What follows belongs to an exercise in optimizing a design on an open flow for small area; a production flow would make more cautious choices.
Only simulation tests tie the RTL to the original design; equivalence was not proved.

Design neural_network, start of the top module:
module neural_network (
    input  logic        clk,
    input  logic        reset,
    input  logic        changes,
    input  logic [7:0]  data_in,
    output logic [7:0]  network_outputs
);
==> flow/config.mk <==
export PLATFORM = sky130hd
export DESIGN_NAME = neural_network
export DESIGN_NICKNAME = neural_network
export VERILOG_FILES = /design/flow/design.v
export SDC_FILE = /design/flow/constraint.sdc
export NUM_CORES = 4
export LEC_CHECK = 0
export CAP_MARGIN = 20
export CORE_MARGIN = 2
export CORE_UTILIZATION = 40
export CTS_BUF_LIST = sky130_fd_sc_hd__clkbuf_8
export CTS_CLUSTER_DIAMETER = 60
export CTS_CLUSTER_SIZE = 16
export SLEW_MARGIN = 20
export SYNTH_HIERARCHICAL = 1
==> flow/constraint.sdc <==
create_clock -name core_clock -period 10.0 [get_ports {clk}]
set_input_delay 2.0000 -clock core_clock [delete_from_list [all_inputs] [get_ports {clk}]]
set_output_delay 2.0000 -clock core_clock [all_outputs]
set_load 0.01 [all_outputs]
standard.sh (not shown) runs the stock make flow with config.mk's settings and CLKGATE_MAP_FILE= SYNTH_SCRIPT=/design/flow/synth_recipe.tcl, a recipe that flattens the netlist after the stock synthesis.
==> flow/flow/run.sh <==
#!/bin/bash
# Standard ORFS flow (the standard.sh) with two layout options:
#  - port buffers of the smallest buffer cell
#  - CTS without dummy loads
set -euo pipefail
bash standard.sh \
  "BUFFER_PORTS_ARGS=-buffer_cell sky130_fd_sc_hd__buf_1" \
  "CTS_ARGS=-sink_clustering_enable -repair_clock_nets -sink_clustering_size 16 -sink_clustering_max_diameter 60 -buf_list sky130_fd_sc_hd__clkbuf_8 -dont_use_dummy_load" \
  finish > standard.log 2>&1
Change:
==> flow/flow/run.sh (replaced) <==
#!/bin/bash
# Standard ORFS flow (the standard.sh) with some layout options:
#  - timing-driven global placement keeps none of its resizer changes
#  - port buffers of the smallest buffer cell
#  - CTS without dummy loads
set -euo pipefail
bash standard.sh \
  GPL_KEEP_OVERFLOW=0 \
  "BUFFER_PORTS_ARGS=-buffer_cell sky130_fd_sc_hd__buf_1" \
  "CTS_ARGS=-sink_clustering_enable -repair_clock_nets -sink_clustering_size 10 -sink_clustering_max_diameter 40 -buf_list sky130_fd_sc_hd__clkbuf_4 -dont_use_dummy_load" \
  finish > standard.log 2>&1
Settings changed: CAP_MARGIN 20 to 0, CTS_BUF_LIST sky130_fd_sc_hd__clkbuf_8 to unset, CTS_CLUSTER_DIAMETER 60 to unset, CTS_CLUSTER_SIZE 16 to unset, PLACE_DENSITY set to 0.7, SLEW_MARGIN 20 to 0.
Result:
- The changed run completed and failed the layout checks on max-slew violations
- wire length came out lower by 1.2%
- register-to-register slack is worse by 0.53 ns
- non-clock buffer count went down by 26
- setup slack got worse by 0.34 ns
- count of clock-buffer cells in the layout rose by 7
- global-route usage went down by 0.11 points
- first-iteration DRC count came out higher by 15%
- synthesized area stays the same
Change:
==> flow/flow/run.sh (replaced) <==
#!/bin/bash
# Standard ORFS flow (the standard.sh) with some layout options:
#  - standard synthesis first, then the layout with:
#  - port buffers of the smallest buffer cell
#  - CTS of clkbuf_4 without dummy loads
#  - no big buffers (buf_4 and up) for repair: the platform's don't-use list
#    plus those
set -euo pipefail
DU="sky130_fd_sc_hd__probe_p_8 sky130_fd_sc_hd__probec_p_8 sky130_fd_sc_hd__lpflow_bleeder_1 sky130_fd_sc_hd__lpflow_clkbufkapwr_1 sky130_fd_sc_hd__lpflow_clkbufkapwr_16 sky130_fd_sc_hd__lpflow_clkbufkapwr_2 sky130_fd_sc_hd__lpflow_clkbufkapwr_4 sky130_fd_sc_hd__lpflow_clkbufkapwr_8 sky130_fd_sc_hd__lpflow_clkinvkapwr_1 sky130_fd_sc_hd__lpflow_clkinvkapwr_16 sky130_fd_sc_hd__lpflow_clkinvkapwr_2 sky130_fd_sc_hd__lpflow_clkinvkapwr_4 sky130_fd_sc_hd__lpflow_clkinvkapwr_8 sky130_fd_sc_hd__lpflow_decapkapwr_12 sky130_fd_sc_hd__lpflow_decapkapwr_3 sky130_fd_sc_hd__lpflow_decapkapwr_4 sky130_fd_sc_hd__lpflow_decapkapwr_6 sky130_fd_sc_hd__lpflow_decapkapwr_8 sky130_fd_sc_hd__lpflow_inputiso0n_1 sky130_fd_sc_hd__lpflow_inputiso0p_1 sky130_fd_sc_hd__lpflow_inputiso1n_1 sky130_fd_sc_hd__lpflow_inputiso1p_1 sky130_fd_sc_hd__lpflow_inputisolatch_1 sky130_fd_sc_hd__lpflow_isobufsrc_1 sky130_fd_sc_hd__lpflow_isobufsrc_16 sky130_fd_sc_hd__lpflow_isobufsrc_2 sky130_fd_sc_hd__lpflow_isobufsrc_4 sky130_fd_sc_hd__lpflow_isobufsrc_8 sky130_fd_sc_hd__lpflow_isobufsrckapwr_16 sky130_fd_sc_hd__lpflow_lsbuf_lh_hl_isowell_tap_1 sky130_fd_sc_hd__lpflow_lsbuf_lh_hl_isowell_tap_2 sky130_fd_sc_hd__lpflow_lsbuf_lh_hl_isowell_tap_4 sky130_fd_sc_hd__lpflow_lsbuf_lh_isowell_4 sky130_fd_sc_hd__lpflow_lsbuf_lh_isowell_tap_1 sky130_fd_sc_hd__lpflow_lsbuf_lh_isowell_tap_2 sky130_fd_sc_hd__lpflow_lsbuf_lh_isowell_tap_4 sky130_fd_sc_hd__fill_1 sky130_fd_sc_hd__fill_2 sky130_fd_sc_hd__fill_4 sky130_fd_sc_hd__fill_8  sky130_fd_sc_hd__buf_4 sky130_fd_sc_hd__buf_6 sky130_fd_sc_hd__buf_8 sky130_fd_sc_hd__buf_12 sky130_fd_sc_hd__buf_16"
bash standard.sh synth > standard_synth.log 2>&1
bash standard.sh \
  "DONT_USE_CELLS=$DU" \
  "MIN_BUF_CELL_AND_PORTS=sky130_fd_sc_hd__buf_1 A X" \
  "BUFFER_PORTS_ARGS=-buffer_cell sky130_fd_sc_hd__buf_1" \
  "CTS_ARGS=-sink_clustering_enable -repair_clock_nets -sink_clustering_size 10 -sink_clustering_max_diameter 40 -buf_list sky130_fd_sc_hd__clkbuf_4 -dont_use_dummy_load" \
  finish > standard.log 2>&1
Settings changed: CAP_MARGIN 0 to 20, CTS_BUF_LIST set to sky130_fd_sc_hd__clkbuf_8, CTS_CLUSTER_DIAMETER set to 60, CTS_CLUSTER_SIZE set to 16, PLACE_DENSITY 0.7 to unset, SLEW_MARGIN 0 to 20.
Now the flow ran to the end with no violations; clock skew fell by 0.077 ns; critical path depth grows by 1; wire length came out higher by about 7%; count of clock-buffer cells in the layout went up by 7; design area rose by 1.9%; utilization rises by 0.81 points; synthesized area does not change; global-route usage rises by 1.5 points.

Another version of the RTL of neural_network (not shown whole).
For scale: about 990 cells after synthesis, about 240 flip-flops, about 19 I/O pins, roughly 14000 µm² of cells after synthesis.
Design neural_network, start of the top module:
module neural_network (
    input  logic        clk,
    input  logic        reset,
    input  logic        changes,
    input  logic [7:0]  data_in,
    output logic [7:0]  network_outputs
);
clock: 10.0 ns
lec_check: 0
cap_margin: 20
core_margin: 2
core_utilization: 40
cts_buf_list: sky130_fd_sc_hd__clkbuf_8
cts_cluster_diameter: 60
cts_cluster_size: 16
gpl_timing_driven: 0
slew_margin: 20
synth_hierarchical: 1
run.sh (not shown) runs the stock make flow with config.mk's settings and CLKGATE_MAP_FILE= SYNTH_SCRIPT=/design/flow/synth_recipe.tcl, a recipe that flattens the netlist after the stock synthesis.
Stock flow here: none of the scripts above is used.
The first run went through all stages and came out clean.
Change:
- CTS_CLUSTER_DIAMETER: 60 -> 50
- CTS_CLUSTER_SIZE: 16 -> 22
- GPL_TIMING_DRIVEN: 0 -> unset
Outcome:
- The changed run finished clean
- wire length came out higher by a few percent
- setup slack is better by 0.87 ns
- synthesized area is unchanged
- clock skew came out higher by 0.020 ns
- final cell count came out lower slightly
- core utilization came out lower by 0.13 points
- sequential share of layout area came out higher by 0.13 points
- critical path depth came out lower by 1
Change:
- CTS_CLUSTER_DIAMETER: 50 -> 60
- CTS_CLUSTER_SIZE: 22 -> 16
Flip-flop and latch count is unchanged. Worst setup slack improves by 0.0054 ns. Clock skew is lower by 0.0045 ns. Cell area fell by 0.31%. Via count is lower by 1.4%.

neural_network with an RTL version that a note above also has.
Size in the first run: roughly 960 cells after synthesis, roughly 240 flip-flops, roughly 13000 um^2 of cells after synthesis.
Settings: LEC_CHECK=0, CAP_MARGIN=20, CORE_MARGIN=2, CORE_UTILIZATION=40, PLACE_DENSITY=0.7, SLEW_MARGIN=20, SYNTH_HIERARCHICAL=1; clock period 10.0 ns.
standard.sh (not shown) runs the stock make flow with config.mk's settings and CLKGATE_MAP_FILE= SYNTH_SCRIPT=/design/flow/synth_recipe.tcl, a recipe that flattens the netlist after the stock synthesis.
==> flow/flow/run.sh <==
#!/bin/bash
# Standard ORFS flow (the standard.sh) with some layout options:
#  - timing-driven global placement keeps none of its resizer changes
#  - port buffers of the smallest buffer cell
#  - CTS without dummy loads
set -euo pipefail
bash standard.sh \
  GPL_KEEP_OVERFLOW=0 \
  "BUFFER_PORTS_ARGS=-buffer_cell sky130_fd_sc_hd__buf_1" \
  "CTS_ARGS=-sink_clustering_enable -repair_clock_nets -sink_clustering_size 10 -sink_clustering_max_diameter 40 -buf_list sky130_fd_sc_hd__clkbuf_4 -dont_use_dummy_load" \
  finish > standard.log 2>&1
Rerun with:
--- a/flow/flow/run.sh
+++ b/flow/flow/run.sh
@@ -2,2 +2 @@
-# Standard ORFS flow (the standard.sh) with some layout options:
-#  - timing-driven global placement keeps none of its resizer changes
+# Standard ORFS flow (the standard.sh) with two layout options:
@@ -8 +6,0 @@
-  GPL_KEEP_OVERFLOW=0 \
CORE_UTILIZATION = 50   (was 40)
Effect:
- die area went down by about a fifth
- sequential share of layout area is higher by 0.29 points
- via count falls slightly
- setup slack gains 310 ps
Rerun with:
--- a/flow/flow/run.sh
+++ b/flow/flow/run.sh
@@ -2 +2,2 @@
-# Standard ORFS flow (the standard.sh) with two layout options:
+# Standard ORFS flow (the standard.sh) with some layout options:
+#  - timing-driven global placement keeps none of its resizer changes
@@ -6,0 +8 @@
+  GPL_KEEP_OVERFLOW=0 \
CAP_MARGIN = 10   (was 20)
CORE_UTILIZATION = 40   (was 50)
SLEW_MARGIN = 10   (was 20)
Effect: The changed run completed with no timing, DRC or antenna violations; area after synthesis does not change; setup slack is worse by 310 ps; routed wire length increases by about 0.7%; fmax decreases by 3.5%.

[static timing again, ports no longer ideal]
No port has a modelled driver above. Below, the same layouts with a new extraction and two added sets of constraints. Step 1: set_driving_cell puts a clkbuf_16 on clk and a buf_2 on each other input, an assumption about the parent block. Step 2 times the ports against the registers' clock, not the clock port: input delays grow and output delays shrink by t, the midpoint of the rising clock arrivals with the driver on. Three values: ideal, step 1, step 2; two values: the first two.
run	t, ns	slack for setup (ns)	worst setup path at the end	worst data-port slew with drivers (ns)
the first run of note 1	0.573	1.022 / 1.041 / 0.469	input to register	0.04
the second run of note 1	0.700	0.683 / 0.710 / 0.010	input to register	0.05
the third run of note 1	0.688	1.060 / 1.088 / 0.400	input to register	0.04
the first run of note 2	0.591	0.260 / 0.282 / -0.309	input to register	0.05
the second run of note 2	0.629	1.126 / 1.150 / 0.521	input to register	0.05
the third run of note 2	0.603	1.132 / 1.155 / 0.553	input to register	0.05
the first run of note 3	0.722	0.919 / 0.944 / 0.222	input to register	0.05
the second run of note 3	0.631	1.225 / 1.247 / 0.616	input to register	0.03
the third run of note 3	0.700	0.910 / 0.935 / 0.236	input to register	0.05
With both steps, setup timing fails in the first run of note 2, where it was met with ideal ports. For the first run of note 3, which loses most, drivers alone change the setup slack by +0.025 ns; drivers and shift together by -0.697 ns.
